Context: an optimization exercise on an open-source flow, tuned for a short achievable clock period and few clock cycles. The choices shown serve that exercise and are no tape-out recipe.
In this exercise RTL edits were held to simulation tests only and were not proved equivalent to the original.
Power figures rest on the tool's default switching activity, not on a simulated workload.

==> flow/config.mk <==
export PLATFORM = sky130hd
export DESIGN_NAME = proc_core
export DESIGN_NICKNAME = proc_core
export VERILOG_FILES = /design/flow/design.v
export SDC_FILE = /design/flow/constraint.sdc
export NUM_CORES = 4
export LEC_CHECK = 0
export CAP_MARGIN = 20
export CORE_MARGIN = 2
export CORE_UTILIZATION = 40
export SLEW_MARGIN = 20
==> flow/constraint.sdc <==
create_clock -name core_clock -period 8.0 [get_ports {clock_i}]
set_input_delay 1.6000 -clock core_clock [delete_from_list [all_inputs] [get_ports {clock_i}]]
set_output_delay 1.6000 -clock core_clock [all_outputs]
set_load 0.01 [all_outputs]
==> flow/design.v <==
`timescale 1ns/1ps
module fetch_unit (
    input  logic  clock_i,
    input  logic  rst_n_i,
    input  logic  stall_i,
    input  logic  redirect_i,
    input  logic [32-1:0] redirect_pc_i,
    input  logic [32-1:0] imem_data_i,
    output logic [32-1:0] imem_addr_o,
    output logic [32-1:0] fd_pc_o,
    output logic [32-1:0] fd_ir_o
);
    logic [32-1:0] pc_q;
    assign imem_addr_o = pc_q;   
    always_ff @(posedge clock_i) begin
        if (!rst_n_i) begin
            pc_q <= '0;
        end else if (redirect_i) begin
            pc_q <= redirect_pc_i;
        end else if (!stall_i) begin
            pc_q <= pc_q + 1'b1;
        end
    end
    always_ff @(posedge clock_i) begin
        if (!rst_n_i || redirect_i) begin
            fd_ir_o <= '0;       
        end else if (!stall_i) begin
            fd_ir_o <= imem_data_i;
        end
    end
    always_ff @(posedge clock_i) begin
        if (!stall_i) begin
            fd_pc_o <= pc_q;
        end
    end
endmodule
`timescale 1ns/1ps
module decode_unit (
    input  logic     clock_i,
    input  logic     rst_n_i,
    input  logic     redirect_i,
    input  logic [32-1:0]    fd_pc_i,
    input  logic [32-1:0]    fd_ir_i,
    input  logic [32-1:0]    rs_data_i,
    input  logic [32-1:0]    rt_data_i,
    output logic [4:0] rs_idx_o,
    output logic [4:0] rt_idx_o,
    output logic     stall_o,
    output logic [32-1:0]    dx_pc_o,
    output logic [4:0]  dx_op_o,
    output logic [4:0]  dx_alu_op_o,
    output logic [4:0]   dx_shamt_o,
    output logic [4:0] dx_rs_o,
    output logic [4:0] dx_rt_o,
    output logic [4:0] dx_rd_o,
    output logic [32-1:0]    dx_a_o,
    output logic [32-1:0]    dx_b_o,
    output logic [32-1:0]    dx_imm_o,
    output logic     dx_wr_en_o
);
    logic [4:0]  d_op;
    logic [4:0] d_rd;
    logic [4:0] d_rs;
    logic [4:0] d_b_idx;
    logic [4:0] d_dest;
    logic     d_is_jump;
    logic     d_uses_rs;
    logic     d_uses_b;
    logic     d_writes;
    logic     d_wr_en;
    logic [32-1:0]    d_imm;
    assign d_op = fd_ir_i[31:27];
    assign d_rd = fd_ir_i[26:22];
    assign d_rs = fd_ir_i[21:17];
    assign d_b_idx  = (d_op == 5'b00000) ? fd_ir_i[16:12] : d_rd;
    assign rs_idx_o = d_rs;
    assign rt_idx_o = d_b_idx;
    assign d_is_jump = (d_op == 5'b00001) || (d_op == 5'b00011);
    assign d_uses_rs = (d_op == 5'b00000) || (d_op == 5'b00101) ||
                       (d_op == 5'b01000) || (d_op == 5'b00111) ||
                       (d_op == 5'b00010) || (d_op == 5'b00110);
    assign d_uses_b  = (d_op == 5'b00000) || (d_op == 5'b00010) ||
                       (d_op == 5'b00110) || (d_op == 5'b00100);
    assign d_writes  = (d_op == 5'b00000) || (d_op == 5'b00101) ||
                       (d_op == 5'b01000) || (d_op == 5'b00011);
    assign d_dest  = (d_op == 5'b00011) ? 5'(31) : d_rd;
    assign d_wr_en = d_writes && (d_dest != '0);     
    assign d_imm = d_is_jump ?
                   {{(32-27){1'b0}}, fd_ir_i[26:0]} :
                   {{(32-17){fd_ir_i[17-1]}},
                    fd_ir_i[16:0]};
    assign stall_o = (dx_op_o == 5'b01000) && dx_wr_en_o &&
                     ((d_uses_rs && (d_rs == dx_rd_o)) ||
                      (d_uses_b && (d_b_idx == dx_rd_o)));
    always_ff @(posedge clock_i) begin
        if (!rst_n_i || stall_o || redirect_i) begin
            dx_op_o    <= 5'b00000;    
            dx_rd_o    <= '0;
            dx_wr_en_o <= 1'b0;
        end else begin
            dx_op_o    <= d_op;
            dx_rd_o    <= d_dest;
            dx_wr_en_o <= d_wr_en;
        end
    end
    always_ff @(posedge clock_i) begin
        dx_pc_o     <= fd_pc_i;
        dx_alu_op_o <= fd_ir_i[6:2];
        dx_shamt_o  <= fd_ir_i[11:7];
        dx_rs_o     <= d_rs;
        dx_rt_o     <= d_b_idx;
        dx_a_o      <= rs_data_i;
        dx_b_o      <= rt_data_i;
        dx_imm_o    <= d_imm;
    end
endmodule
`timescale 1ns/1ps
module reg_file (
    input  logic     clock_i,
    input  logic     rst_n_i,
    input  logic     wr_en_i,
    input  logic [4:0] wr_idx_i,
    input  logic [4:0] rd_a_idx_i,
    input  logic [4:0] rd_b_idx_i,
    input  logic [32-1:0]    wr_data_i,
    output logic [32-1:0]    rd_a_o,
    output logic [32-1:0]    rd_b_o
);
    logic [32-1:0] regs [32];    
    function automatic logic [32-1:0] read_port(input logic [4:0] idx);
        logic [32-1:0] val;
        if (idx == '0) begin
            val = '0;
        end else if (wr_en_i && (idx == wr_idx_i)) begin
            val = wr_data_i;     
        end else begin
            val = regs[idx];
        end
        read_port = val;
    endfunction
    always_comb rd_a_o = read_port(rd_a_idx_i);
    always_comb rd_b_o = read_port(rd_b_idx_i);
    always_ff @(posedge clock_i) begin
        if (!rst_n_i) begin
            for (int i = 0; i < 32; i++) begin
                regs[i] <= '0;
            end
        end else if (wr_en_i && (wr_idx_i != '0)) begin
            regs[wr_idx_i] <= wr_data_i;
        end
    end
endmodule
`timescale 1ns/1ps
module execute_unit (
    input  logic     clock_i,
    input  logic     rst_n_i,
    input  logic [32-1:0]    dx_pc_i,
    input  logic [4:0]  dx_op_i,
    input  logic [4:0]  dx_alu_op_i,
    input  logic [4:0]   dx_shamt_i,
    input  logic [4:0] dx_rs_i,
    input  logic [4:0] dx_rt_i,
    input  logic [4:0] dx_rd_i,
    input  logic [32-1:0]    dx_a_i,
    input  logic [32-1:0]    dx_b_i,
    input  logic [32-1:0]    dx_imm_i,
    input  logic     dx_wr_en_i,
    input  logic [4:0] m_rd_i,
    input  logic     m_wr_en_i,
    input  logic [32-1:0]    m_result_i,
    input  logic [4:0] w_rd_i,
    input  logic     w_wr_en_i,
    input  logic [32-1:0]    w_data_i,
    output logic     redirect_o,
    output logic [32-1:0]    redirect_pc_o,
    output logic [4:0]  xm_op_o,
    output logic [4:0] xm_rd_o,
    output logic [4:0] xm_rt_o,
    output logic     xm_wr_en_o,
    output logic [32-1:0]    xm_result_o,
    output logic [32-1:0]    xm_store_o
);
    logic [32-1:0]   x_a;
    logic [32-1:0]   x_b;
    logic [32-1:0]   alu_b;
    logic [32-1:0]   alu_result;
    logic [32-1:0]   pc_plus_one;
    logic [32-1:0]   x_result;
    logic [4:0] alu_op;
    logic    use_imm;
    logic    take_branch;
    always_comb begin
        if (m_wr_en_i && (m_rd_i != '0) && (m_rd_i == dx_rs_i)) begin
            x_a = m_result_i;
        end else if (w_wr_en_i && (w_rd_i != '0) && (w_rd_i == dx_rs_i)) begin
            x_a = w_data_i;
        end else begin
            x_a = dx_a_i;
        end
    end
    always_comb begin
        if (m_wr_en_i && (m_rd_i != '0) && (m_rd_i == dx_rt_i)) begin
            x_b = m_result_i;
        end else if (w_wr_en_i && (w_rd_i != '0) && (w_rd_i == dx_rt_i)) begin
            x_b = w_data_i;
        end else begin
            x_b = dx_b_i;
        end
    end
    assign use_imm = (dx_op_i == 5'b00101) || (dx_op_i == 5'b01000) ||
                     (dx_op_i == 5'b00111);
    assign alu_b   = use_imm ? dx_imm_i : x_b;
    assign alu_op  = (dx_op_i == 5'b00000) ? dx_alu_op_i : 5'd0;
    always_comb begin
        case (alu_op)
            5'd0: alu_result = x_a + alu_b;
            5'd1: alu_result = x_a - alu_b;
            5'd2: alu_result = x_a & alu_b;
            5'd3:  alu_result = x_a | alu_b;
            5'd4: alu_result = x_a << dx_shamt_i;
            5'd5: alu_result = $signed(x_a) >>> dx_shamt_i;
            default:       alu_result = '0;
        endcase
    end
    assign take_branch = ((dx_op_i == 5'b00010) && (x_b != x_a)) ||
                         ((dx_op_i == 5'b00110) && ($signed(x_b) < $signed(x_a)));
    assign pc_plus_one = dx_pc_i + 1'b1;
    assign redirect_o = take_branch || (dx_op_i == 5'b00001) ||
                        (dx_op_i == 5'b00011) || (dx_op_i == 5'b00100);
    always_comb begin
        if (take_branch) begin
            redirect_pc_o = pc_plus_one + dx_imm_i;
        end else if (dx_op_i == 5'b00100) begin
            redirect_pc_o = x_b;                 
        end else begin
            redirect_pc_o = dx_imm_i;            
        end
    end
    assign x_result = (dx_op_i == 5'b00011) ? pc_plus_one : alu_result;
    always_ff @(posedge clock_i) begin
        if (!rst_n_i) begin
            xm_op_o    <= 5'b00000;
            xm_wr_en_o <= 1'b0;
        end else begin
            xm_op_o    <= dx_op_i;
            xm_wr_en_o <= dx_wr_en_i;
        end
    end
    always_ff @(posedge clock_i) begin
        xm_rd_o     <= dx_rd_i;
        xm_rt_o     <= dx_rt_i;    
        xm_result_o <= x_result;
        xm_store_o  <= x_b;
    end
endmodule
`timescale 1ns/1ps
module mem_wb_unit (
    input  logic     clock_i,
    input  logic     rst_n_i,
    input  logic [4:0]  xm_op_i,
    input  logic [4:0] xm_rd_i,
    input  logic [4:0] xm_rt_i,
    input  logic     xm_wr_en_i,
    input  logic [32-1:0]    xm_result_i,
    input  logic [32-1:0]    xm_store_i,
    input  logic [32-1:0]    dmem_rdata_i,
    output logic [32-1:0]    dmem_addr_o,
    output logic [32-1:0]    dmem_wdata_o,
    output logic     dmem_wren_o,
    output logic [4:0] m_rd_o,
    output logic     m_wr_en_o,
    output logic [32-1:0]    m_result_o,
    output logic [4:0] w_rd_o,
    output logic     w_wr_en_o,
    output logic [32-1:0]    w_data_o
);
    logic  wm_fwd;
    logic [32-1:0] m_data;
    assign dmem_addr_o = xm_result_i;
    assign dmem_wren_o = (xm_op_i == 5'b00111);
    assign wm_fwd       = w_wr_en_o && (w_rd_o != '0) && (w_rd_o == xm_rt_i);
    assign dmem_wdata_o = wm_fwd ? w_data_o : xm_store_i;
    assign m_rd_o     = xm_rd_i;
    assign m_wr_en_o  = xm_wr_en_i;
    assign m_result_o = xm_result_i;     
    assign m_data = (xm_op_i == 5'b01000) ? dmem_rdata_i : xm_result_i;
    always_ff @(posedge clock_i) begin
        if (!rst_n_i) begin
            w_wr_en_o <= 1'b0;
        end else begin
            w_wr_en_o <= xm_wr_en_i;
        end
    end
    always_ff @(posedge clock_i) begin
        w_rd_o   <= xm_rd_i;
        w_data_o <= m_data;
    end
endmodule
`timescale 1ns/1ps
module proc_core (
    input  logic     clock_i,
    input  logic     rst_n_i,
    output logic [32-1:0]    imem_addr_o,
    input  logic [32-1:0]    imem_data_i,
    output logic [32-1:0]    dmem_addr_o,
    output logic [32-1:0]    dmem_wdata_o,
    output logic     dmem_wren_o,
    input  logic [32-1:0]    dmem_rdata_i,
    output logic     wb_en_o,
    output logic [4:0] wb_reg_o,
    output logic [32-1:0]    wb_data_o
);
    logic     stall;
    logic     redirect;
    logic [32-1:0]    redirect_pc;
    logic [32-1:0]    fd_pc;
    logic [32-1:0]    fd_ir;
    logic [4:0] rs_idx;
    logic [4:0] rt_idx;
    logic [32-1:0]    rs_data;
    logic [32-1:0]    rt_data;
    logic [32-1:0]    dx_pc;
    logic [4:0]  dx_op;
    logic [4:0]  dx_alu_op;
    logic [4:0]   dx_shamt;
    logic [4:0] dx_rs;
    logic [4:0] dx_rt;
    logic [4:0] dx_rd;
    logic [32-1:0]    dx_a;
    logic [32-1:0]    dx_b;
    logic [32-1:0]    dx_imm;
    logic     dx_wr_en;
    logic [4:0]  xm_op;
    logic [4:0] xm_rd;
    logic [4:0] xm_rt;
    logic     xm_wr_en;
    logic [32-1:0]    xm_result;
    logic [32-1:0]    xm_store;
    logic [4:0] m_rd;
    logic     m_wr_en;
    logic [32-1:0]    m_result;
    fetch_unit i_fetch_unit (
        .clock_i, .rst_n_i,
        .stall_i       (stall),
        .redirect_i    (redirect),
        .redirect_pc_i (redirect_pc),
        .imem_data_i,
        .imem_addr_o,
        .fd_pc_o       (fd_pc),
        .fd_ir_o       (fd_ir)
    );
    decode_unit i_decode_unit (
        .clock_i, .rst_n_i,
        .redirect_i  (redirect),
        .fd_pc_i     (fd_pc),
        .fd_ir_i     (fd_ir),
        .rs_data_i   (rs_data),
        .rt_data_i   (rt_data),
        .rs_idx_o    (rs_idx),
        .rt_idx_o    (rt_idx),
        .stall_o     (stall),
        .dx_pc_o     (dx_pc),
        .dx_op_o     (dx_op),
        .dx_alu_op_o (dx_alu_op),
        .dx_shamt_o  (dx_shamt),
        .dx_rs_o     (dx_rs),
        .dx_rt_o     (dx_rt),
        .dx_rd_o     (dx_rd),
        .dx_a_o      (dx_a),
        .dx_b_o      (dx_b),
        .dx_imm_o    (dx_imm),
        .dx_wr_en_o  (dx_wr_en)
    );
    reg_file i_reg_file (
        .clock_i, .rst_n_i,
        .wr_en_i    (wb_en_o),
        .wr_idx_i   (wb_reg_o),
        .rd_a_idx_i (rs_idx),
        .rd_b_idx_i (rt_idx),
        .wr_data_i  (wb_data_o),
        .rd_a_o     (rs_data),
        .rd_b_o     (rt_data)
    );
    execute_unit i_execute_unit (
        .clock_i, .rst_n_i,
        .dx_pc_i       (dx_pc),
        .dx_op_i       (dx_op),
        .dx_alu_op_i   (dx_alu_op),
        .dx_shamt_i    (dx_shamt),
        .dx_rs_i       (dx_rs),
        .dx_rt_i       (dx_rt),
        .dx_rd_i       (dx_rd),
        .dx_a_i        (dx_a),
        .dx_b_i        (dx_b),
        .dx_imm_i      (dx_imm),
        .dx_wr_en_i    (dx_wr_en),
        .m_rd_i        (m_rd),
        .m_wr_en_i     (m_wr_en),
        .m_result_i    (m_result),
        .w_rd_i        (wb_reg_o),
        .w_wr_en_i     (wb_en_o),
        .w_data_i      (wb_data_o),
        .redirect_o    (redirect),
        .redirect_pc_o (redirect_pc),
        .xm_op_o       (xm_op),
        .xm_rd_o       (xm_rd),
        .xm_rt_o       (xm_rt),
        .xm_wr_en_o    (xm_wr_en),
        .xm_result_o   (xm_result),
        .xm_store_o    (xm_store)
    );
    mem_wb_unit i_mem_wb_unit (
        .clock_i, .rst_n_i,
        .xm_op_i      (xm_op),
        .xm_rd_i      (xm_rd),
        .xm_rt_i      (xm_rt),
        .xm_wr_en_i   (xm_wr_en),
        .xm_result_i  (xm_result),
        .xm_store_i   (xm_store),
        .dmem_rdata_i,
        .dmem_addr_o,
        .dmem_wdata_o,
        .dmem_wren_o,
        .m_rd_o       (m_rd),
        .m_wr_en_o    (m_wr_en),
        .m_result_o   (m_result),
        .w_rd_o       (wb_reg_o),
        .w_wr_en_o    (wb_en_o),
        .w_data_o     (wb_data_o)
    );
endmodule
==> flow/run.sh <==
#!/bin/bash
# synth_recipe.tcl (not shown) runs the flow's synth.tcl, then flattens the netlist and writes it again
# the make line also repeats each setting of config.mk as NAME=value (left out here)
make -C /OpenROAD-flow-scripts/flow DESIGN_CONFIG=/design/flow/config.mk WORK_HOME=/design/flow/orfs CLKGATE_MAP_FILE= SYNTH_SCRIPT=/design/flow/synth_recipe.tcl finish
==> results.yml <==
floorplan:
  die_w_um: 449
  io-pin-count: 201
  dieArea_um2: 202000
  coreArea_um2: 197000
  die_y_um: 449
  rows: 163
  start_util_pct: 40.2
sta:
  grt_setup_unrepaired: "no"
  slew_viol_final: 0
  finalSetupViolations: 0
  hold_viol: 0
  post-route-period-util_pct: 91.6
  slew_headroom_pct: 9.61
  tns_ns: 0
  skew_ns: 0.0662
  period_needed_ns: 7.33
  fmax_mhz: 136
  tightestPinTransition_ns: 1.35
global_routing:
  grt_antenna_before_repair: 18
  grt_max_degree: 133
  grt_pass1_vias: 66616
  grt-ovfl-total: 0
  grt_pass1_wl_um: 505000
  grt.total_usage_pct: 34.5
layout:
  regArea_um2: 38400
  final_cell_mix: "nand2_1 (1,344), nor3_1 (1,061), edfxtp_1 (1,056), nand3_1 (587), mux4_2 (332)"
  fillers: 18427
  finalNetCount: 7896
  layout-drive-gt1-share_pct: 13.4
  syn2layout_area_growth_pct: 12.8
  multi_input_area_um2: 38100
  final_common_cell: "nand2_1"
min_path:
  hold_path_class: "flop to flop"
clock_tree:
  post-cts-setup-buffers: 0
  root_buffer: "clkbuf_16"
  cts_resized: 0
  cts_tree: "done"
  cts_hold_buffers: 0
  clk_pin_slew_ns: 0.06
  numCtsBuffers: 159
  h-tree-depth: 4
  cts.sinks: 1388
  clock_path_buffers: 3
  clock_latency_ns: 0.84
setup_path:
  arrival_ns: 8.01
  critPathRequiredTime_ns: 8.69
  critPathLaunchType: "flop"
  cp_max_fo: 9
  critPathKind: "flop to flop"
  worstSetupEndpointType: "flop"
synth:
  seq_area_frac_synth_pct: 48.3
  async_reset_ff_share_pct: 0
  synth-edff-count: 1056
  avgSynthCellArea_um2: 10.0
  yosysTopAreaCell: "edfxtp_1"
  netlist_area_um2: 79300
  synth_ff_type: "edfxtp_1"
  yosys_warnings: 5
  synth_cell_types: 105
  synth_top_area_share_pct: 40.0
  synthCells: 7901
  synth_seq_cells: 1388
  yosys-top-cells-area: "edfxtp_1 (40%), mux4_2 (9.4%), dfxtp_1 (8.4%), nor3_1 (6.7%), nand2_1 (6.4%)"
drt:
  routedWlPerCell_um: 34.2
  drt_iter0_markers: 8977
  vias_per_cell: 6.62
  vias: 69545
  drc: 0
  drt_first_pass_iters: 6
  ant_nets: 0
  routed_wl_um: 359000
power_and_ir_drop:
  power_density_nw_per_um2: 277
  leakage_uw: 0.0305
  power.total_uw: 24800
  peakVddDrop_v: 0.000233
flow_run:
  max_cap_viol_count: 0
place:
  finalWeightedCongestion: 1.01
  dpl.hpwl_um: 230000
  io_buffers: 200
status:
  status: "no timing/DRC/antenna violations"
-- registers in the layout (all words and copies together) (netlist names), 20 cells and up, named ones only --
register                    cells
i_decode_unit.dx_a_o           32
i_fetch_unit.fd_pc_o           32
i_decode_unit.dx_imm_o         20
i_execute_unit.xm_store_o      32
i_reg_file.regs              1024
i_mem_wb_unit.w_data_o         32
i_fetch_unit.fd_ir_o           32
i_decode_unit.dx_b_o           32
i_execute_unit.xm_result_o     32
i_decode_unit.dx_pc_o          32
i_fetch_unit.pc_q              32
-- cell families after synthesis --
logic type      count (synthesis)  synth area share, %
simple gates                 3602                 21.0
flops                        1388                 48.3
compound gates               1138                 10.1
buf+inv                       936                 4.55
mux                           530                 12.1
xor+xnor                      175                 1.93
fa+ha+maj                     131                 2.00
other cells                     1              0.00473
-- synth_stat cells, types with 15 or more instances --
cell      count
buf_2        42
mux4_2      332
o31ai_1      31
edfxtp_1   1056
nor3_1     1063
o221ai_1     16
ha_1        101
o22ai_1      18
clkbuf_1    696
maj3_1       28
inv_1       104
xnor2_1     116
o21a_1       21
a21o_1       57
a22oi_1      15
nor2_1      255
and3_1      101
a21oi_1     204
nor4_1       48
a311oi_1    165
mux2i_1     106
o211ai_1     30
a221oi_1     20
nand3_1     589
nand2_1    1347
a31o_2       21
mux2_2       89
o21ai_0     178
xor2_1       59
dfxtp_1     332
a211oi_1    143
or3_1        15
buf_1        79
and2_1       32
nand4_1      63
a31oi_1      80
-- where the power goes --
part | total (uW) | internal, uW | switching (uW)
clock network | 7130 | 3940 | 3190
registers | 9250 | 8350 | 905
logic | 8440 | 2780 | 5660
-- path summary, 6_finish.rpt --
check | from | endpoint | slack [ns] | cells after the start
worst max-delay path | i_execute_unit.xm_rd_o[1] | i_execute_unit.xm_result_o[31] | 0.67 | 24
worst min register to register | i_fetch_unit.fd_ir_o[6] | i_decode_unit.dx_imm_o[6] | 0.32 | 0
worst min-delay path | i_fetch_unit.fd_ir_o[6] | i_decode_unit.dx_imm_o[6] | 0.32 | 0
worst max register to register | i_execute_unit.xm_rd_o[1] | i_execute_unit.xm_result_o[31] | 0.67 | 24
-- critical path, stage by stage (launching register included) --
cell and delay (ns):
dfxtp_1 0.35, or4_4 0.57, o211ai_2 0.47, nor2_1 0.32, o31ai_4 0.44, inv_2 0.15, a21boi_0 0.47, ha_1 0.27
nand3_1 0.12, o41a_1 0.56, a21oi_4 0.43, nand2_1 0.12, xor2_1 0.16, ha_1 0.42, inv_1 0.10, or4b_2 0.68
a211oi_1 0.23, a211o_1 0.30, a21o_1 0.16, a21oi_1 0.10, nand3b_1 0.24, nor2_1 0.17, o41ai_1 0.10, xnor2_1 0.16
o21ai_1 0.07
-- per-stage QoR --
step | utilization [%] | setup WS, ns | hold WS, ns | instance area (um^2) | cells
floorplan | - | 2.32 | 0.323 | 79500 | 7932
global placement | 42.8 | 0.979 | 0.323 | 84300 | 10198
detailed placement | 42.8 | 0.854 | 0.327 | 84300 | 10198
CTS | 45.3 | 0.803 | 0.332 | 89300 | 10488
global route | 45.4 | 0.366 | 0.343 | 89500 | 10497
finish | 45.4 | 0.674 | 0.325 | 89500 | 10502
-- layer usage --
metal  vias up  share of wire [%]  global-route usage (%)
li1      29301                  -                       -
met1     34384                 36                    42.8
met2      4772                 45                    53.8
met3      1076                 11                    7.88
met4        12                7.8                    22.9
met5         -              0.022                       0
-- final cells by class --
| type | instances | share of cell area [%] |
|---|---|---|
| antenna | 6 | 0.0168 |
| clock buffer | 218 | 4.92 |
| clock inverter | 72 | 0.649 |
| inverter | 111 | 0.485 |
| multi-input combinational | 5608 | 42.5 |
| sequential | 1388 | 42.9 |
| tap | 2640 | 3.69 |
| timing repair buffer | 459 | 4.81 |
Testbench counts, summed over its fixed seeds: cycles 60,332.

[afterwards: timing with drivers on the ports]
The results above use ideal ports. As a check the final layout listed here was re-extracted and re-timed, cells and wires unchanged.
Step 1 assumes that a clkbuf_16 drives the clock port and a buf_2 every other input.
Step 2 also shifts input and output timing later by t, the mid clock arrival at the registers, as if the neighbouring blocks saw the same clock.
a / b / c = ideal ports / drivers / drivers and shift; a / b = the first two.
t (ns): 0.889
setup WS [ns]: 0.674 / 0.674 / 0.674
worst register clock-pin slew, ns: 0.07 / 0.07
worst slew at a driven data input, ns: 0.11
After both steps this run still meets setup and hold. The setup slack of this run moves by 0.000 ns with the drivers and by 0.000 ns with both steps.
